Background: an optimization exercise with open tools, aiming at small area and a short achievable clock period. Do not read the settings as production practice. In this exercise RTL edits were held to simulation tests only and were not proved equivalent to the original. No activity file was given, so power comes from the tool's default toggle rates.

Setup of xenon:
==> flow/design.v <==
package debug_pkg;
    localparam int xlen = 32;
    localparam int gpr_count = 32;
    localparam logic [7:0] cmdtype_access_reg = 8'd0;
    typedef logic [15:0] regno_t;
    localparam regno_t gpr_first = 16'h1000;
    localparam regno_t gpr_last  = 16'h101F;
    localparam regno_t csr_dcsr  = 16'h07B0;
    localparam regno_t csr_dpc   = 16'h07B1;
    localparam int dcsr_step_bit    = 2;
    localparam int dcsr_cause_lsb   = 6;
    localparam int dcsr_cause_msb   = 8;
    localparam int dcsr_ebreakm_bit = 15;
    localparam logic [xlen-1:0] dcsr_reset_val = 32'h4000_0000;
    localparam logic [xlen-1:0] gpr_reset_step = 32'h0101_0101;
    localparam logic [xlen-1:0] pc_incr        = 32'd4;
    typedef enum logic [1:0] {
        st_run,
        st_halted,
        st_resuming,
        st_abs_reg
    } seq_state_t;
    typedef enum logic [2:0] {
        cause_none    = 3'd0,
        cause_ebreak  = 3'd1,
        cause_trigger = 3'd2,
        cause_haltreq = 3'd3,
        cause_step    = 3'd4
    } cause_t;
    typedef struct packed {
        logic [7:0] cmdtype;
        logic       transfer;
        logic       write;
        regno_t     regno;
    } cmd_t;
    typedef struct packed {
        logic            halt_req;
        logic            resume_req;
        logic            exec;
        cmd_t            command;
        logic [xlen-1:0] data;
    } dm_req_t;
    typedef struct packed {
        logic            halted;
        logic            done;
        logic            exception;
        logic            haltresume;
        logic [xlen-1:0] data;
    } dm_rsp_t;
    typedef struct packed {
        seq_state_t state;
        logic       write_pc;
        logic       write_pc_ne;
        logic       abstract_done;
        logic       abstract_write;
    } ctrl_sig_t;
    typedef struct packed {
        logic [xlen-1:0] dcsr;
        logic [xlen-1:0] dpc;
    } csr_view_t;
    function automatic logic is_gpr(input regno_t regno);
        is_gpr = ((regno >= gpr_first) && (regno <= gpr_last));
    endfunction
    function automatic logic is_valid_csr(input regno_t regno);
        is_valid_csr = ((regno == csr_dcsr) || (regno == csr_dpc));
    endfunction
endpackage
`timescale 1ns/1ps
module debug_top (
    input  logic            clk,
    input  logic            rst_n,
    input  logic [60:0]     dm_req,
    input  logic            trig,
    input  logic            eb,
    output logic [35:0]     dm_rsp,
    output logic            debug,
    output logic            halted,
    output logic            step_en,
    output logic [31:0]     pc
);
    logic        halt_req, resume_req, exec, transfer, wr;
    logic [7:0]  cmdtype;
    logic [15:0] regno;
    logic [31:0] data;
    assign halt_req   = dm_req[60];
    assign resume_req = dm_req[59];
    assign exec       = dm_req[58];
    assign cmdtype    = dm_req[57:50];
    assign transfer   = dm_req[49];
    assign wr         = dm_req[48];
    assign regno      = dm_req[47:32];
    assign data       = dm_req[31:0];
    logic s_run, s_halt, s_res, s_abs;
    logic debug_q, halted_q;
    logic a_q, e_q;
    logic step_q, ebm_q;
    logic [2:0]  cause_q;
    logic [31:0] dpc_q, pc_q;
    logic [31:0] pc_next;
    logic [4:0] idx_q;
    logic wg_q, wd_q, wp_q, exc_q;
    logic [31:0] gpr [1:31];
    logic entry, ns_run, ns_halt, ns_res, ns_abs;
    logic step_n, ebm_n;
    logic is_gpr, is_dcsr, is_dpc, aar;
    logic use_pc;
    logic [2:0] cause_n;
    logic debug_i;
    assign debug_i = !resume_req && (a_q || (s_run && (trig || halt_req)) || (e_q && eb));
    assign entry   = debug_i && !debug_q;
    dbg_port u_dbg (
        .resume_req (resume_req),
        .halt_req   (halt_req),
        .trig       (trig),
        .eb         (eb),
        .a_q        (a_q),
        .s_run      (s_run),
        .e_q        (e_q),
        .debug      (debug)
    );
    assign ns_abs  = rst_n && s_halt && !resume_req && exec;
    assign ns_res  = rst_n && s_halt && resume_req;
    assign ns_halt = rst_n && ((s_run && debug_i) || s_abs || (s_halt && !resume_req && !exec));
    assign ns_run  = !rst_n || s_res || (s_run && !debug_i);
    assign step_n = !rst_n ? 1'b0 : (wd_q ? data[2]  : step_q);
    assign ebm_n  = !rst_n ? 1'b0 : (wd_q ? data[15] : ebm_q);
    assign is_gpr  = regno[15:5] == 11'h080;
    assign is_dcsr = regno == 16'h07B0;
    assign is_dpc  = regno == 16'h07B1;
    assign aar     = ns_abs && (cmdtype == 8'd0) && transfer;
    assign pc_next = pc_q + 32'd4;
    always_comb begin
        if (trig)                 cause_n = 3'd2;
        else if (eb && ebm_q)     cause_n = 3'd1;
        else if (halt_req)        cause_n = 3'd3;
        else                      cause_n = 3'd4;
    end
    assign use_pc = trig || (eb && (ebm_q || halt_req));
    always_ff @(posedge clk) begin
        s_run    <= ns_run;
        s_halt   <= ns_halt;
        s_res    <= ns_res;
        s_abs    <= ns_abs;
        debug_q  <= rst_n && debug_i;
        halted_q <= rst_n && (halted_q || (debug_i && ns_halt)) && !ns_res;
        a_q      <= rst_n && (debug_i || (ns_run && step_n));
        e_q      <= rst_n && ns_run && ebm_n;
        step_q   <= step_n;
        ebm_q    <= ebm_n;
        idx_q     <= regno[4:0];
        wg_q      <= aar && wr && is_gpr;
        wd_q      <= aar && wr && is_dcsr;
        wp_q      <= aar && wr && is_dpc;
        exc_q     <= aar && !(is_gpr || is_dcsr || is_dpc);
    end
    always_ff @(posedge clk) begin
        if (!rst_n) begin
            cause_q <= 3'd0;
        end else if (entry) begin
            cause_q <= cause_n;
        end
    end
    always_ff @(posedge clk) begin
        if (!rst_n) begin
            pc_q <= 32'd0;
        end else if (s_run && !debug_i) begin
            pc_q <= pc_next;
        end else if (s_res) begin
            pc_q <= dpc_q;
        end
    end
    always_ff @(posedge clk) begin
        if (entry) begin
            dpc_q <= use_pc ? pc_q : pc_next;
        end else if (wp_q) begin
            dpc_q <= data;
        end
    end
    logic [31:0] gd0, gd1;
    assign gd0 = data & {32{rst_n}};
    assign gd1 = data | {32{!rst_n}};
    always_ff @(posedge clk) begin
        for (int i = 1; i < 32; i++) begin
            if (!rst_n || (wg_q && (idx_q == 5'(i)))) begin
                for (int b = 0; b < 32; b++) begin
                    gpr[i][b] <= ((b % 8) < 5 && ((i >> (b % 8)) & 1) != 0) ? gd1[b] : gd0[b];
                end
            end
        end
    end
    logic [31:0] rdn, rdn_q;
    logic [31:0] rsel;
    logic [32*32-1:0] rin;
    logic sel_dcsr;
    always_comb begin
        rsel[0] = !regno[12] && regno[0];
        rin[31:0] = dpc_q;
        for (int i = 1; i < 32; i++) begin
            rsel[i] = regno[12] && (regno[4:0] == 5'(i));
            rin[i*32 +: 32] = gpr[i];
        end
    end
    assign sel_dcsr = !regno[12] && !regno[0];
    rd_mux u_rd (
        .sel  (rsel),
        .din  (rin),
        .dsel (sel_dcsr),
        .dcsr ({1'b0, 1'b1, 14'd0, ebm_q, 6'd0, cause_q, 3'd0, step_q, 2'd0}),
        .qn   (rdn)
    );
    always_ff @(posedge clk) begin
        rdn_q <= rdn;
    end
    assign halted  = halted_q;
    assign step_en = step_q;
    assign pc      = pc_q;
    assign dm_rsp  = {halted_q, s_abs, exc_q, 1'b0, ~rdn_q};
endmodule
module rd_mux (
    input  logic [31:0]       sel,
    input  logic [32*32-1:0]  din,
    input  logic              dsel,
    input  logic [31:0]       dcsr,
    output logic [31:0]       qn
);
    localparam logic [31:0] dcsr_bits = 32'h4000_81C4;
    for (genvar b = 0; b < 32; b++) begin : g_bit
        logic [10:0] n;
        logic [2:0]  p;
        for (genvar k = 0; k < 10; k++) begin : g_grp
            aoi222 u_g (
                .a1(sel[3*k]),   .a2(din[(3*k)*32 + b]),
                .b1(sel[3*k+1]), .b2(din[(3*k+1)*32 + b]),
                .c1(sel[3*k+2]), .c2(din[(3*k+2)*32 + b]),
                .y(n[k])
            );
        end
        if (dcsr_bits[b]) begin : g_d
            aoi222 u_g (
                .a1(sel[30]), .a2(din[30*32 + b]),
                .b1(sel[31]), .b2(din[31*32 + b]),
                .c1(dsel),    .c2(dcsr[b]),
                .y(n[10])
            );
        end else begin : g_nd
            assign n[10] = !((sel[30] && din[30*32 + b]) || (sel[31] && din[31*32 + b]));
        end
        assign p[0] = !(&n[3:0]);
        assign p[1] = !(&n[7:4]);
        assign p[2] = !(&n[10:8]);
        assign qn[b] = !(|p);
    end
endmodule
module dbg_port (
    input  logic resume_req,
    input  logic halt_req,
    input  logic trig,
    input  logic eb,
    input  logic a_q,
    input  logic s_run,
    input  logic e_q,
    output logic debug
);
    assign debug = !resume_req && (a_q || (s_run && (trig || halt_req)) || (e_q && eb));
endmodule
module aoi222 (
    input  logic a1, a2, b1, b2, c1, c2,
    output logic y
);
    assign y = !((a1 && a2) || (b1 && b2) || (c1 && c2));
endmodule
Settings: LEC_CHECK=0, CAP_MARGIN=20, CORE_MARGIN=2, CORE_UTILIZATION=40, CTS_BUF_LIST=sky130_fd_sc_hd__clkbuf_16, CTS_CLUSTER_DIAMETER=100, CTS_CLUSTER_SIZE=30, SETUP_SLACK_MARGIN=2.9, SLEW_MARGIN=20, SYNTH_HIERARCHICAL=1, SYNTH_MINIMUM_KEEP_SIZE=0; clock period 5.5 ns.
run.sh (not shown) runs the stock make flow with config.mk's settings and CLKGATE_MAP_FILE= SYNTH_SCRIPT=/design/flow/synth_recipe.tcl, a recipe that flattens the netlist after the stock synthesis.
> inputs changed (xenon -> ember)
- swapping 30 for 24 in CTS_CLUSTER_SIZE
==> flow/flow/run.sh (new file) <==
#!/bin/bash
# Standard layout, with plain buffers on the ports instead of the delay
# buffers that buffer_ports picks by default.
set -e
export BUFFER_PORTS_ARGS="-buffer_cell sky130_fd_sc_hd__buf_2"
bash standard.sh > standard.log 2>&1
==> flow/standard.sh (new file) <==
#!/bin/bash
# synth_recipe.tcl (not shown) runs the flow's synth.tcl, then flattens the netlist and writes it again
# the make line also repeats each setting of config.mk as NAME=value (left out here)
make -C /OpenROAD-flow-scripts/flow DESIGN_CONFIG=/design/flow/config.mk WORK_HOME=/design/flow/orfs CLKGATE_MAP_FILE= SYNTH_SCRIPT=/design/flow/synth_recipe.tcl "${@:-finish}"
removed: flow/run.sh
==> comparison <==
Against xenon, final HPWL from detailed placement in ember rose by a few percent.
ember ends up with a worst hold slack that is 6.4 ps higher than in xenon.
Comparing ember against xenon, there is no change at all in die outline area.
ember ends up with a worst clock skew that is 24 ps lower than in xenon.
Run comparison: xenon launching instance or port of the critical path eb; ember launching instance or port of the critical path dm_req[35]
Final instance area: ember < xenon
Global router's overall resource usage ended up 0.26 points higher on ember than on xenon.
Taking xenon as the reference, in ember wire length of the first global-routing pass was more or less identical, total power went up by about 1.5%.
[inputs] yarrow vs ember
- CTS_CLUSTER_SIZE no longer set, was 24
- CTS_BUF_LIST no longer set, was sky130_fd_sc_hd__clkbuf_16
- CTS_CLUSTER_DIAMETER no longer set, was 100
==> flow/run.sh (new file) <==
#!/bin/bash
# synth_recipe.tcl (not shown) runs the flow's synth.tcl, then flattens the netlist and writes it again
# the make line also repeats each setting of config.mk as NAME=value (left out here)
make -C /OpenROAD-flow-scripts/flow DESIGN_CONFIG=/design/flow/config.mk WORK_HOME=/design/flow/orfs CLKGATE_MAP_FILE= SYNTH_SCRIPT=/design/flow/synth_recipe.tcl finish
removed: flow/flow/run.sh
removed: flow/standard.sh
[summary]
Going from ember to yarrow, maximum count of clock buffers along a single path roughly the same, total power went up by 21%, fraction of layout cells with a size suffix above 1 fell by 1.3 points. yarrow: via count higher than ember. in2reg as the type of the worst setup path was reported by ember, and in2out by yarrow. yarrow | status: complete | timing, DRC, antenna: pass. Via count of the first global-routing pass, ember and yarrow: higher on yarrow. Summary: with ember as the reference, wire length of the first global-routing pass in yarrow moved up slightly. Diff ember -> yarrow | first-pass detailed-route iteration total | increase of 2.

[static timing again, ports no longer ideal]
The results above use ideal ports. As a check the final layouts listed here were re-extracted and re-timed, cells and wires unchanged. Step 1, drivers: a clkbuf_16 drives clk and a buf_2 each remaining input, both assumed. Step 2 adds t to the input delays and takes it off the output delays; t is the mean of the earliest and latest rising clock arrival at the registers after step 1. Input paths then give back, and output paths get back, about the clock's delay inside the block. a / b / c = ideal ports / drivers / drivers and shift; a / b = the first two.
| run | t (ns) | setup slack, ns | hold slack, ns | clock arrival spread, ns | slew at the worst register clock pin (ns) |
|---|---|---|---|---|---|
| xenon | 0.708 | 2.865 / 2.820 / 2.177 | 0.488 / 0.488 / 0.488 | 0.056 / 0.056 | 0.12 / 0.12 |
| ember | 0.712 | 2.864 / 2.824 / 2.197 | 0.495 / 0.495 / 0.495 | 0.027 / 0.027 | 0.10 / 0.10 |
| yarrow | 0.762 | 2.710 / 2.649 / 2.124 | 0.484 / 0.484 / 0.484 | 0.026 / 0.025 | 0.07 / 0.07 |
After both steps every run listed still meets setup and hold. For xenon, which loses most, drivers alone change the setup slack by -0.045 ns; drivers and shift together by -0.688 ns.
